Background: an optimization exercise with open tools, aiming at small area. Do not read the settings as production practice. The RTL was checked by simulation tests, not by an equivalence proof against the original design. The clock input has no modelled driver; a real chip could not lean on it and would need a root buffer or a full tree. Power and IR drop assume default switching activity.

==> run a: inputs <==
==> flow/design.v <==
package uartBridge_pkg;
    typedef logic [22:0] memAddr_t;     
    typedef logic [15:0] memWord_t;     
    typedef struct packed {
        logic [7:0]  opcode;            
        logic        addrTop;           
        memAddr_t    addr;
        logic [15:0] pad;               
    } readFrame_s;
    typedef struct packed {
        logic [7:0]  opcode;            
        logic        addrTop;           
        memAddr_t    addr;
        memWord_t    data;              
    } writeFrame_s;
    typedef union packed {
        readFrame_s  rd;
        writeFrame_s wr;
    } cmdFrame_u;
endpackage
`timescale 1ns/1ps
module uartBridgeTop (
    input  logic sys_clk,
    input  logic arstN,
    input  logic uartRxLine,
    output logic uartTxLine,
    output logic cmdError
);
    localparam logic [7:0] CMD_CLEAR = 8'h2F;
    localparam logic [1:0] RX_IDLE  = 2'd0;
    localparam logic [1:0] RX_START = 2'd1;
    localparam logic [1:0] RX_DATA  = 2'd2;
    localparam logic [1:0] RX_STOP  = 2'd3;
    logic [1:0] syncReg;
    logic       rxSync;
    logic [1:0] rxState;
    logic [3:0] rxCnt;
    logic [2:0] rxBit;          
    logic       rxStrobe;       
    logic [7:0] rxByte;
    logic       rxRead;
    assign rxSync   = syncReg[1];
    assign rxRead   = (rxState == RX_DATA) && (rxCnt == 4'd0);
    assign rxStrobe = (rxState == RX_IDLE) && (rxCnt == 4'd0);
    always_ff @(posedge sys_clk or negedge arstN) begin
        if (!arstN) begin
            syncReg  <= 2'b11;
            rxState  <= RX_IDLE;
            rxCnt    <= 4'd9;
            rxBit    <= '0;
        end else begin
            syncReg  <= {syncReg[0], uartRxLine};
            rxCnt    <= (rxState == RX_IDLE) ? 4'd9 : rxCnt + 4'd1;
            if (rxRead)
                rxBit <= rxBit + 3'd1;
            case (rxState)
                RX_IDLE:  if (!rxSync) rxState <= RX_START;
                RX_START: if (rxCnt == 4'd0) rxState <= rxSync ? RX_IDLE : RX_DATA;
                RX_DATA:  if (rxRead && rxBit == 3'd7) rxState <= RX_STOP;
                default:  if (rxCnt == 4'd15) rxState <= RX_IDLE;
            endcase
        end
    end
    always_ff @(posedge sys_clk) begin
        if (rxRead)
            rxByte <= {rxSync, rxByte[7:1]};
    end
    logic [2:0]  byteCnt;
    logic        isW;           
    logic        isClear, isOpcode, lastByte;
    logic        rdDone;            
    logic        wrReady;           
    logic [6:0]  idx;               
    logic        wrHit;
    assign isClear  = (rxByte == CMD_CLEAR);
    assign isOpcode = (rxByte == 8'h52) || (rxByte == 8'h57);
    assign lastByte = (byteCnt == (isW ? 3'd5 : 3'd3));
    assign rdDone   = rxStrobe && !isClear && !isW && (byteCnt == 3'd3);
    always_ff @(posedge sys_clk or negedge arstN) begin
        if (!arstN) begin
            byteCnt  <= '0;
            cmdError <= 1'b0;
            isW      <= 1'b0;
        end else begin
            cmdError <= 1'b0;
            if (rxStrobe) begin
                if (isClear) begin
                    byteCnt <= '0;
                    isW     <= 1'b0;        
                end else if (byteCnt == 3'd0) begin
                    if (isOpcode) begin
                        byteCnt <= 3'd1;
                        isW     <= rxByte[0];
                    end else
                        cmdError <= 1'b1;
                end else if (lastByte) begin
                    byteCnt <= '0;
                end else begin
                    byteCnt <= byteCnt + 3'd1;
                end
            end
        end
    end
    always_ff @(posedge sys_clk) begin
        if (rxRead && rxBit == 3'd6 && byteCnt == 3'd3)
            idx <= {rxSync, rxByte[7:2]};
    end
    logic [15:0] ring [128];
    logic [6:0]  rot;
    logic        clr;           
    logic [15:0] txWord;
    always_ff @(posedge sys_clk or negedge arstN) begin
        if (!arstN) begin
            rot <= '0;
            clr <= 1'b1;
        end else begin
            rot <= rot - 7'd1;
            if (rot == 7'd1)
                clr <= 1'b0;
        end
    end
    logic e5, e6, e7;
    logic [1:0] tap4;
    assign e5   = (idx[4:0] == rot[4:0]);
    assign e6   = e5 && (idx[5] == rot[5]);
    assign e7   = e6 && (idx[6] == rot[6]);
    assign tap4 = idx[6:5] - rot[6:5];
    assign wrReady = isW && (byteCnt == 3'd0);
    assign wrHit   = wrReady && e7;
    always_ff @(posedge sys_clk) begin
        ring[0] <= clr ? 16'h0000 : ring[127];
        ring[1] <= wrHit ? txWord : ring[0];
        for (int p = 2; p < 128; p++)
            ring[p] <= ring[p-1];
    end
    always_ff @(posedge sys_clk) begin
        if (isW) begin
            if (rxStrobe && byteCnt == 3'd4)
                txWord[15:8] <= rxByte;
            if (rxStrobe && byteCnt == 3'd5)
                txWord[7:0] <= rxByte;
        end else begin
            if (e5)
                txWord[0] <= ring[{tap4, 5'd0}][0];
            if (e5 && !tap4[0])
                txWord[4:1] <= ring[{tap4[1], 6'd0}][4:1];
            if (e7)
                txWord[15:5] <= ring[0][15:5];
        end
    end
    localparam logic [1:0] TX_IDLE  = 2'd0;
    localparam logic [1:0] TX_START = 2'd1;
    localparam logic [1:0] TX_DATA  = 2'd2;
    localparam logic [1:0] TX_STOP  = 2'd3;
    logic [1:0] txState;
    logic [3:0] txCnt;
    logic [3:0] txPos;
    logic       bitEnd;
    assign bitEnd = (txCnt == 4'd15);
    always_ff @(posedge sys_clk)
        txCnt <= (txState == TX_IDLE) ? 4'd14 : txCnt + 4'd1;
    always_ff @(posedge sys_clk or negedge arstN) begin
        if (!arstN) begin
            txState    <= TX_IDLE;
            txPos      <= '0;
            uartTxLine <= 1'b1;
        end else begin
            case (txState)
                TX_IDLE: begin
                    if (rdDone)
                        txState <= TX_START;
                end
                TX_START: begin
                    if (bitEnd && uartTxLine)
                        uartTxLine <= 1'b0;
                    else if (bitEnd) begin
                        txState    <= TX_DATA;
                        txPos      <= txPos + 4'd1;
                        uartTxLine <= txWord[txPos];
                    end
                end
                TX_DATA: begin
                    if (bitEnd) begin
                        if (txPos[2:0] == 3'd0) begin
                            txState    <= TX_STOP;
                            uartTxLine <= 1'b1;
                        end else begin
                            txPos      <= txPos + 4'd1;
                            uartTxLine <= txWord[txPos];
                        end
                    end
                end
                default: begin
                    if (bitEnd) begin
                        if (!txPos[3])
                            txState <= TX_IDLE;
                        else begin
                            txState    <= TX_START;
                            uartTxLine <= 1'b0;
                        end
                    end
                end
            endcase
        end
    end
endmodule
==> flow/flow/run.sh <==
#!/bin/bash
set -euo pipefail
CTS_SIZE=${CTS_SIZE:-28}
CTS_DIAM=${CTS_DIAM:-45}
CTS_BUF=${CTS_BUF:-sky130_fd_sc_hd__clkbuf_16}
if [[ -f flow/cts.env ]]; then source flow/cts.env; fi
cat >> config.mk <<EOC
export CTS_ARGS = -sink_clustering_enable -repair_clock_nets -sink_clustering_size $CTS_SIZE -sink_clustering_max_diameter $CTS_DIAM -buf_list $CTS_BUF ${CTS_EXTRA:-} -dont_use_dummy_load
EOC
if [[ -n "${LEAF_CAP:-}" ]]; then
cat >> config.mk <<EOC
export POST_CTS_TCL = $PWD/flow/merge_leaves.tcl
export LEAF_CAP = $LEAF_CAP
export LEAF_DIST = ${LEAF_DIST:-25}
export LEAF_HP = ${LEAF_HP:-80}
EOC
fi
bash standard.sh > flow_make.log 2>&1
==> flow/flow/cts.env <==
CTS_SIZE=20
CTS_DIAM=35
CTS_BUF=sky130_fd_sc_hd__clkbuf_8
CTS_EXTRA="-root_buf sky130_fd_sc_hd__clkbuf_16 -tree_buf sky130_fd_sc_hd__clkbuf_8 -sink_clustering_buffer sky130_fd_sc_hd__clkbuf_8"
LEAF_CAP=22
LEAF_DIST=40
LEAF_HP=75
==> flow/flow/merge_leaves.tcl <==
# Post-CTS hook: CTS's sink clustering leaves many leaf clock buffers far below their load
# limit. Move the sinks of the emptiest leaf buffers to nearby leaf buffers that have room,
# then remove the leaf buffers left without loads. Global routing's repair runs afterwards.
set mcap  [expr {[info exists ::env(LEAF_CAP)] ? $::env(LEAF_CAP) : 20}]
set mdist [expr {[info exists ::env(LEAF_DIST)] ? $::env(LEAF_DIST) : 25.0}]
set block [ord::get_db_block]
set dbu [$block getDefUnits]
set dmax [expr {int($mdist * $dbu)}]
# Largest half-perimeter of a merged leaf net's pins; longer nets slow the clock edge
set hpmax [expr {int(([info exists ::env(LEAF_HP)] ? $::env(LEAF_HP) : 80.0) * $dbu)}]

proc center {inst} {
  set bb [$inst getBBox]
  return [list [expr {([$bb xMin] + [$bb xMax]) / 2}] [expr {([$bb yMin] + [$bb yMax]) / 2}]]
}

# leaf buffer -> list of sink iterms
array set sinks {}
array set loc {}
set leaves {}
foreach inst [$block getInsts] {
  if {![string match "clkbuf_leaf_*" [$inst getName]]} { continue }
  set net [[$inst findITerm X] getNet]
  set s {}
  foreach it [$net getITerms] {
    if {[$it isOutputSignal]} { continue }
    if {[$it getInst] == $inst} { continue }
    lappend s $it
  }
  set sinks($inst) $s
  set loc($inst) [center $inst]
  lassign $loc($inst) bx by
  set box($inst) [list $bx $by $bx $by]
  foreach it $s {
    lassign [center [$it getInst]] sx sy
    lassign $box($inst) x0 y0 x1 y1
    set box($inst) [list [expr {min($x0,$sx)}] [expr {min($y0,$sy)}] [expr {max($x1,$sx)}] [expr {max($y1,$sy)}]]
  }
  lappend leaves $inst
}
puts "merge_leaves: [llength $leaves] leaf buffers before, cap $mcap, distance $mdist um"

set done {}
set removed 0
while {1} {
  # emptiest leaf not yet tried
  set best ""
  set bestn 1000000
  foreach l $leaves {
    if {[lsearch -exact $done $l] >= 0} { continue }
    set n [llength $sinks($l)]
    if {$n < $bestn} { set bestn $n; set best $l }
  }
  if {$best eq "" || $bestn >= $mcap} { break }
  lappend done $best
  # plan: every sink to the nearest other leaf with room
  array unset used
  array set used {}
  array unset nbox
  array set nbox [array get box]
  set plan {}
  set ok 1
  foreach it $sinks($best) {
    lassign [center [$it getInst]] sx sy
    set tgt ""
    set td 0
    foreach m $leaves {
      if {$m == $best} { continue }
      set room [expr {$mcap - [llength $sinks($m)] - ([info exists used($m)] ? $used($m) : 0)}]
      if {$room <= 0} { continue }
      lassign $loc($m) mx my
      set d [expr {abs($mx - $sx) + abs($my - $sy)}]
      if {$d > $dmax} { continue }
      lassign $nbox($m) x0 y0 x1 y1
      set hp [expr {max($x1,$sx) - min($x0,$sx) + max($y1,$sy) - min($y0,$sy)}]
      if {$hp > $hpmax} { continue }
      if {$tgt eq "" || $d < $td} { set tgt $m; set td $d }
    }
    if {$tgt eq ""} { set ok 0; break }
    lassign $nbox($tgt) x0 y0 x1 y1
    set nbox($tgt) [list [expr {min($x0,$sx)}] [expr {min($y0,$sy)}] [expr {max($x1,$sx)}] [expr {max($y1,$sy)}]]
    if {[info exists used($tgt)]} { incr used($tgt) } else { set used($tgt) 1 }
    lappend plan $it $tgt
  }
  if {!$ok} { continue }
  array set box [array get nbox]
  foreach {it tgt} $plan {
    set tnet [[$tgt findITerm X] getNet]
    $it disconnect
    $it connect $tnet
    lappend sinks($tgt) $it
  }
  set onet [[$best findITerm X] getNet]
  [$best findITerm A] disconnect
  [$best findITerm X] disconnect
  odb::dbInst_destroy $best
  odb::dbNet_destroy $onet
  set i [lsearch -exact $leaves $best]
  set leaves [lreplace $leaves $i $i]
  incr removed
}
puts "merge_leaves: removed $removed, [llength $leaves] leaf buffers left"
==> flow/standard.sh <==
#!/bin/bash
# synth_recipe.tcl (not shown) runs the flow's synth.tcl, then flattens the netlist and writes it again
# the make line also repeats each setting of config.mk as NAME=value (left out here)
make -C /OpenROAD-flow-scripts/flow DESIGN_CONFIG=/design/flow/config.mk WORK_HOME=/design/flow/orfs CLKGATE_MAP_FILE= SYNTH_SCRIPT=/design/flow/synth_recipe.tcl "${@:-finish}"
==> flow/config.mk <==
export PLATFORM = sky130hd
export DESIGN_NAME = uartBridgeTop
export DESIGN_NICKNAME = uartBridgeTop
export VERILOG_FILES = /design/flow/design.v
export SDC_FILE = /design/flow/constraint.sdc
export NUM_CORES = 4
export LEC_CHECK = 0
export CAP_MARGIN = 20
export CORE_MARGIN = 2
export CORE_UTILIZATION = 60
export PLACE_DENSITY = 0.75
export SLEW_MARGIN = 20
export CTS_ARGS = -sink_clustering_enable -repair_clock_nets -sink_clustering_size 20 -sink_clustering_max_diameter 35 -buf_list sky130_fd_sc_hd__clkbuf_8 -root_buf sky130_fd_sc_hd__clkbuf_16 -tree_buf sky130_fd_sc_hd__clkbuf_8 -sink_clustering_buffer sky130_fd_sc_hd__clkbuf_8 -dont_use_dummy_load
export POST_CTS_TCL = /design/flow/flow/merge_leaves.tcl
export LEAF_CAP = 22
export LEAF_DIST = 40
export LEAF_HP = 75
==> flow/constraint.sdc <==
create_clock -name core_clock -period 10.0 [get_ports {sys_clk}]
set_input_delay 2.0000 -clock core_clock [delete_from_list [all_inputs] [get_ports {sys_clk}]]
set_output_delay 2.0000 -clock core_clock [all_outputs]
set_load 0.01 [all_outputs]
==> run b: changes against run a <==
--- a/flow/design.v
+++ b/flow/design.v
@@ -159,4 +159,2 @@
     assign bitEnd = (txCnt == 4'd15);
-    always_ff @(posedge sys_clk)
-        txCnt <= (txState == TX_IDLE) ? 4'd14 : txCnt + 4'd1;
     always_ff @(posedge sys_clk or negedge arstN) begin
@@ -164,2 +162,3 @@
             txState    <= TX_IDLE;
+            txCnt      <= 4'd14;
             txPos      <= '0;
@@ -167,2 +166,3 @@
         end else begin
+            txCnt <= (txState == TX_IDLE) ? 4'd14 : txCnt + 4'd1;
             case (txState)
Settings changed: CORE_UTILIZATION 60 to 70, PLACE_DENSITY 0.75 to 0.85.
==> run c: changes against run a <==
--- a/flow/design.v
+++ b/flow/design.v
@@ -159,4 +159,2 @@
     assign bitEnd = (txCnt == 4'd15);
-    always_ff @(posedge sys_clk)
-        txCnt <= (txState == TX_IDLE) ? 4'd14 : txCnt + 4'd1;
     always_ff @(posedge sys_clk or negedge arstN) begin
@@ -164,2 +162,3 @@
             txState    <= TX_IDLE;
+            txCnt      <= 4'd14;
             txPos      <= '0;
@@ -167,2 +166,3 @@
         end else begin
+            txCnt <= (txState == TX_IDLE) ? 4'd14 : txCnt + 4'd1;
             case (txState)
==> flow/flow/cts.env (replaced) <==
CTS_SIZE=20
CTS_DIAM=35
CTS_BUF=sky130_fd_sc_hd__clkbuf_8
CTS_EXTRA="-root_buf sky130_fd_sc_hd__clkbuf_16 -tree_buf sky130_fd_sc_hd__clkbuf_8 -sink_clustering_buffer sky130_fd_sc_hd__clkbuf_8"
LEAF_CAP=21
LEAF_DIST=40
LEAF_HP=75
Settings changed: LEAF_CAP 22 to 21.
==> comparison <==
Hold slack, lowest first: run a, run c, run b. The lowest cell count belongs to run b, the highest to run a. In via count, run a and run c hardly differ. Setup slack: run c is higher than run a (0.089 ns). Register-to-register slack, lowest first: run a, run b, run c. Clock power is about the same in run b and run c. First-iteration DRC count: run c is larger than run a (about 17%). In synthesized cell count, run c and run b do not differ. Sequential share of layout area, highest first: run b, run a, run c. The highest global-route usage belongs to run b, the lowest to run c. Sequential power is about the same in run b and run c.

## re-timing with driven ports
Ports are ideal in the flow. The routed layouts listed here were re-timed in OpenROAD. Step 1: set_driving_cell puts a clkbuf_16 on sys_clk and a buf_2 on each other input, an assumption about the parent block. Step 2 adds t to the input delays and takes it off the output delays; t is the mean of the earliest and latest rising clock arrival at the registers after step 1. Input paths then give back, and output paths get back, about the clock's delay inside the block. Three values: ideal, step 1, step 2; two values: the first two.
run | shift t [ns] | slack for setup (ns) | worst register clock-pin slew, ns
run a | 0.683 | 6.177 / 6.117 / 6.800 | 0.12 / 0.12
run b | 0.683 | 6.158 / 6.098 / 6.781 | 0.12 / 0.12
run c | 0.691 | 6.266 / 6.207 / 6.898 | 0.11 / 0.11
After both steps setup and hold are still met in every run listed.
